Context: an optimization exercise on an open-source flow, tuned for small area, a short achievable clock period and few clock cycles per item. The choices shown serve that exercise and are no tape-out recipe.
The RTL was checked by simulation tests, not by an equivalence proof against the original design.
No activity file was given, so power comes from the tool's default toggle rates.

nickel:
==> flow/design.v <==
module icache #(
  parameter int WIDTH = 32,
  parameter int LINES = 16,
  parameter int WPL   = 4
) (
  input  logic             clk,
  input  logic             rst,
  input  logic [WIDTH-1:0] pc_fetch,
  input  logic             inv_all,
  output logic [WIDTH-1:0] instr_fetch,
  output logic             stall_pc,
  output logic             mem_req,
  output logic [WIDTH-1:0] mem_addr,
  input  logic [WIDTH-1:0] mem_rdata,
  input  logic             mem_rvalid
);
  localparam int OFF_W    = $clog2(WPL);
  localparam int IDX_W    = $clog2(LINES);
  localparam int LINE_LSB = 2 + OFF_W;
  localparam int TAG_W    = WIDTH - LINE_LSB - IDX_W;
  localparam int LA_W     = WIDTH - LINE_LSB;
  localparam logic [OFF_W-1:0] LAST_BEAT = OFF_W'(WPL - 1);
  logic              open_q;
  logic [LA_W-1:0]   addr_q;
  logic [OFF_W-1:0]  beat_q;
  logic              taint_q;
  logic [LINES-1:0]  valid_q;
  logic [TAG_W-1:0]  tring_q [LINES];
  logic              tpend_q;
  logic [OFF_W-1:0]  rot_q;
  logic [WIDTH-1:0]  ring_q [LINES][WPL];
  logic [WIDTH-1:0]  fb_q   [WPL];
  logic [WPL-1:0]    fb_pend_q;
  logic [IDX_W-1:0]  fb_idx_q [WPL];
  logic [OFF_W-1:0]  pc_off;
  logic [IDX_W-1:0]  pc_idx;
  logic [TAG_W-1:0]  pc_tag;
  logic [IDX_W-1:0]  fill_idx;
  logic [IDX_W-1:0]  wr_idx;
  logic [OFF_W-1:0]  wr_off;
  logic [LINES-1:0]  slot_match;
  logic [LINES-1:0]  tw_start;
  logic [LINES-1:0]  tw_pend;
  logic              ring_hit;
  logic              fill_match;
  logic [LINES-1:0]  slot_sel;
  logic [WPL-1:0]    hi_sel;
  logic [WPL-1:0]    lo_sel;
  logic [WPL-1:0]    lo_dec;
  logic [LINES-1:0]  slot_wr;
  logic [WPL-1:0]    fb_out;
  logic              part_ok;
  logic              hit;
  logic              start;
  logic              beat;
  logic              last_beat;
  logic              bypass;
  logic              fb_rd;
  logic [WIDTH-1:0]  ring_rd;
  logic [WIDTH-1:0]  side_rd;
  logic              unused_bits;
  assign pc_off   = pc_fetch[LINE_LSB-1:2];
  assign pc_idx   = pc_fetch[LINE_LSB+IDX_W-1:LINE_LSB];
  assign pc_tag   = pc_fetch[WIDTH-1:LINE_LSB+IDX_W];
  assign fill_idx = addr_q[IDX_W-1:0];
  assign unused_bits = ^pc_fetch[1:0];
  always_comb begin
    for (int q = 0; q < WPL; q++) begin
      hi_sel[q] = (pc_idx[IDX_W-1:OFF_W] == OFF_W'(q));
      lo_dec[q] = (pc_idx[OFF_W-1:0] == OFF_W'(q));
    end
    for (int q = 0; q < WPL; q++) begin
      lo_sel[q] = lo_dec[OFF_W'(OFF_W'(q) - rot_q)];
    end
    ring_hit = 1'b0;
    for (int p = 0; p < LINES; p++) begin
      slot_sel[p]   = hi_sel[p / WPL] && lo_sel[p % WPL];
      slot_match[p] = (tring_q[p] == pc_tag);
      ring_hit      = ring_hit | (slot_sel[p] && slot_match[p]);
    end
    ring_hit = ring_hit && valid_q[pc_idx];
  end
  assign fill_match = (pc_fetch[WIDTH-1:LINE_LSB] == addr_q);
  assign part_ok = open_q && !taint_q &&
                   ((pc_off < beat_q) || ((pc_off == beat_q) && mem_rvalid));
  assign hit      = ring_hit || (fill_match && part_ok);
  assign stall_pc = !hit;
  always_comb begin
    ring_rd = '0;
    for (int p = 0; p < LINES; p++)
      ring_rd = ring_rd | (ring_q[p][pc_off] & {WIDTH{slot_sel[p]}});
  end
  assign fb_rd  = fb_pend_q[pc_off] && (fb_idx_q[pc_off] == pc_idx);
  assign bypass = mem_rvalid && (pc_idx == fill_idx) && (pc_off == beat_q);
  assign side_rd     = bypass ? mem_rdata : fb_q[pc_off];
  assign instr_fetch = (bypass || fb_rd) ? side_rd : ring_rd;
  assign start    = !open_q && !ring_hit;
  assign mem_req  = open_q || start;
  assign mem_addr = open_q ? {addr_q, {LINE_LSB{1'b0}}}
                           : {pc_fetch[WIDTH-1:LINE_LSB], {LINE_LSB{1'b0}}};
  assign beat      = mem_rvalid && (open_q || start);
  assign last_beat = beat && open_q && (beat_q == LAST_BEAT);
  assign wr_idx    = open_q ? fill_idx : pc_idx;
  assign wr_off    = open_q ? beat_q : '0;
  always_comb begin
    for (int p = 0; p < LINES; p++) begin
      tw_start[p] = (p % WPL == 0) && start && slot_sel[p + WPL - 1];
      tw_pend[p]  = (p % WPL == 0) && tpend_q &&
                    (fill_idx[IDX_W-1:OFF_W] == OFF_W'(p / WPL)) &&
                    (OFF_W'(fill_idx[OFF_W-1:0] + rot_q + 1'b1) == '0);
    end
  end
  always_comb begin
    for (int k = 0; k < WPL; k++) begin
      fb_out[k] = fb_pend_q[k] &&
                  (OFF_W'(fb_idx_q[k][OFF_W-1:0] + rot_q + 1'b1) == OFF_W'(k));
    end
    for (int p = 0; p < LINES; p++) begin
      slot_wr[p] = fb_out[p % WPL] &&
                   (fb_idx_q[p % WPL][IDX_W-1:OFF_W] == OFF_W'(p / WPL));
    end
  end
  always_ff @(posedge clk) begin
    if (rst) begin
      open_q    <= 1'b0;
      beat_q    <= '0;
      taint_q   <= 1'b0;
      valid_q   <= '0;
      rot_q     <= '0;
      fb_pend_q <= '0;
      tpend_q   <= 1'b0;
    end else begin
      rot_q   <= rot_q + 1'b1;
      tpend_q <= (start && !(|tw_start)) || (tpend_q && !(|tw_pend));
      if (start) begin
        open_q  <= 1'b1;
        beat_q  <= OFF_W'(beat);
        taint_q <= inv_all;
      end else if (open_q) begin
        if (beat) beat_q <= beat_q + 1'b1;
        if (inv_all) taint_q <= 1'b1;
        if (last_beat) open_q <= 1'b0;
      end
      if (inv_all) begin
        valid_q <= '0;
      end else begin
        if (start) valid_q[pc_idx] <= 1'b0;
        if (last_beat && !taint_q) valid_q[fill_idx] <= 1'b1;
      end
      for (int k = 0; k < WPL; k++) begin
        if (fb_out[k]) fb_pend_q[k] <= 1'b0;
      end
      if (beat) fb_pend_q[wr_off] <= 1'b1;
    end
  end
  always_ff @(posedge clk) begin
    if (start) begin
      addr_q <= pc_fetch[WIDTH-1:LINE_LSB];
    end
  end
  always_ff @(posedge clk) begin
    if (beat && !rst) begin
      fb_q[wr_off]     <= mem_rdata;
      fb_idx_q[wr_off] <= wr_idx;
    end
  end
  always_ff @(posedge clk) begin
    for (int p = 0; p < LINES; p++) begin
      if (tw_start[p] || tw_pend[p]) begin
        tring_q[p] <= tpend_q ? addr_q[LA_W-1:IDX_W] : pc_tag;
      end else begin
        tring_q[p] <= tring_q[(p / WPL) * WPL + (p + WPL - 1) % WPL];
      end
    end
    for (int p = 0; p < LINES; p++) begin
      for (int k = 0; k < WPL; k++) begin
        if (k == p % WPL && slot_wr[p]) begin
          ring_q[p][k] <= fb_q[k];
        end else begin
          ring_q[p][k] <= ring_q[(p / WPL) * WPL + (p + WPL - 1) % WPL][k];
        end
      end
    end
  end
endmodule
clock: 5.5 ns
lec_check: 0
cap_margin: 20
core_margin: 2
core_utilization: 58
cts_buf_list: sky130_fd_sc_hd__clkbuf_16
cts_cluster_diameter: 80
cts_cluster_size: 24
setup_slack_margin: 1.2
slew_margin: 20
standard.sh (not shown) runs the stock make flow with config.mk's settings and CLKGATE_MAP_FILE= SYNTH_SCRIPT=/design/flow/synth_recipe.tcl, a recipe that flattens the netlist after the stock synthesis.
==> flow/flow/run.sh <==
#!/bin/bash
# The standard layout, with the port buffers inserted as plain buf_4 cells
# instead of the delay cells buffer_ports picks by default.
set -euo pipefail
export BUFFER_PORTS_ARGS="-buffer_cell sky130_fd_sc_hd__buf_4"
bash standard.sh > standard_flow.log 2>&1
Testbench counts of nickel, summed over its fixed seeds: cycles 34,783, fetches 24,000.
diff inputs: nickel => xenon
- CORE_UTILIZATION: 58 -> 65
[summary]
- Relative to nickel, proportion of cell area occupied by multi-input gates has gone up in xenon.
- Summary: with nickel as the reference, internal power consumption in xenon moved down by a few percent.
- Between xenon and nickel, it is xenon whose amount of wire on met3 after detailed routing is lower, by 2.6%.
- In xenon the synthesis-to-finish area growth turned out 1.2 points lower than in nickel.
- Between nickel and xenon, the flow reports sum of routed wire length over all layers decreasing by a few percent.
- As far as worst endpoint required time is concerned, nickel and xenon perform about the same.
- The met2 wire length number comes out lower for xenon vs nickel.
- The maximum number of pins on one net before global-route repair reported for xenon is smaller than that of nickel by 1.
- Per the comparison of xenon with nickel, global-route total usage across every layer rose by 2.9 points; final cell count without fillers shows a reduction of about 3%.
--- input diff xenon..zinc ---
- a change of SETUP_SLACK_MARGIN from 1.2 to 0.9
==> comparison <==
Against xenon, wire length of the first global-routing pass in zinc rose slightly. Relative slew slack: zinc vs xenon up 0.35 points. zinc: sequential share of layout area 0.17 points below xenon. Against xenon, total of clock buffers placed in the layout in zinc rose by a few percent.
Input changes introduced in harbor (baseline for comparison: zinc):
- SETUP_SLACK_MARGIN now 1.6, was 0.9
[summary]
harbor completed end to end with timing, DRC and antenna clean. Every stage of the flow completed for zinc, and the final layout passed the timing, DRC and antenna checks. A launching element of the worst setup path of pc_fetch[5] is what zinc shows, while pc_fetch[4] belongs to harbor. Taking zinc as the reference, in harbor fmax about even; slew at the pin closest to its max-slew limit went up by 0.067 ns; number of cells in the design after placement went down by 31; utilization went up by 1.2 points; final estimated routing congestion in global placement picked up an extra 1.5%. Shortest period the worst path allows deteriorates in harbor relative to zinc. In the reports for zinc and harbor, the larger number of clock buffers in the layout belongs to zinc. Going from zinc to harbor, worst hold slack increased by 0.021 ns relative to the old numbers; number of nets with antenna violations after detailed routing held; wire length of the first global-routing pass went up; power moved up.

========
== before ==
icache, a different RTL version from the one above (not shown whole).
Size in the first run: ~130 I/O pins, ~88000 µm² of cells after synthesis.
## icache
module icache #(
  parameter int WIDTH = 32,
  parameter int LINES = 16,
  parameter int WPL   = 4
) (
  input  logic             clk,
  input  logic             rst,
  input  logic [WIDTH-1:0] pc_fetch,
  input  logic             inv_all,
  output logic [WIDTH-1:0] instr_fetch,
  output logic             stall_pc,
  output logic             mem_req,
  output logic [WIDTH-1:0] mem_addr,
  input  logic [WIDTH-1:0] mem_rdata,
  input  logic             mem_rvalid
);
clock: 5.5 ns
lec_check: 0
cap_margin: 20
core_margin: 2
core_utilization: 60
setup_slack_margin: 1.2
slew_margin: 20
run.sh (not shown) runs the stock make flow with config.mk's settings and CLKGATE_MAP_FILE= SYNTH_SCRIPT=/design/flow/synth_recipe.tcl, a recipe that flattens the netlist after the stock synthesis.
Stock flow here: none of the scripts above is used.
before was carried through to the last stage, and its layout satisfied the timing, DRC and antenna checks.
Testbench counts of before, summed over its fixed seeds: cycles 34,783, fetches 24,000.
[inputs] after vs before
- CTS_CLUSTER_SIZE newly set to 30
- CTS_BUF_LIST newly set to sky130_fd_sc_hd__clkbuf_8 sky130_fd_sc_hd__clkbuf_16
==> comparison <==
As far as maximum frequency is concerned, before and after perform about the same. Changes observed in after relative to before: global-route met3 utilization was more or less identical, portion of total power attributed to sequential cells was more or less identical, internal power component went down by about 0.4%. before -> after: total power flat. after vs before, final cycle utilization of the critical path went up by 0.19 points. The power per unit of standard cell area was comparable across after and before.

-- port drivers added, routing unchanged --
The results above use ideal ports. As a check the final layouts listed here were re-extracted and re-timed, cells and wires unchanged.
Step 1 (the two cells are an assumption about what drives the block):
set clk [get_ports {clk}]
set_driving_cell -lib_cell sky130_fd_sc_hd__clkbuf_16 $clk
set_driving_cell -lib_cell sky130_fd_sc_hd__buf_2 [delete_from_list [all_inputs] $clk]
Step 2 adds t to the input delays and takes it off the output delays; t is the mean of the earliest and latest rising clock arrival at the registers after step 1. Input paths then give back, and output paths get back, about the clock's delay inside the block.
Three values: no drivers, after step 1, after step 2; two values: the first two.
run | t (ns) | setup WS [ns] | worst setup path at the end | worst register clock-pin slew, ns
nickel | 0.869 | 0.809 / 0.721 / 0.312 | input to register | 0.10 / 0.10
xenon | 0.848 | 0.828 / 0.705 / 0.327 | input to register | 0.10 / 0.10
zinc | 0.865 | 0.783 / 0.714 / 0.369 | input to register | 0.10 / 0.10
harbor | 0.859 | 0.777 / 0.699 / 0.392 | input to register | 0.10 / 0.10
before | 0.929 | 0.683 / 0.633 / 0.651 | input to output | 0.07 / 0.07
after | 0.929 | 0.672 / 0.619 / 0.649 | input to output | 0.07 / 0.07
After both steps every run listed still meets setup and hold. For xenon, which loses most, drivers alone change the setup slack by -0.123 ns; drivers and shift together by -0.501 ns.
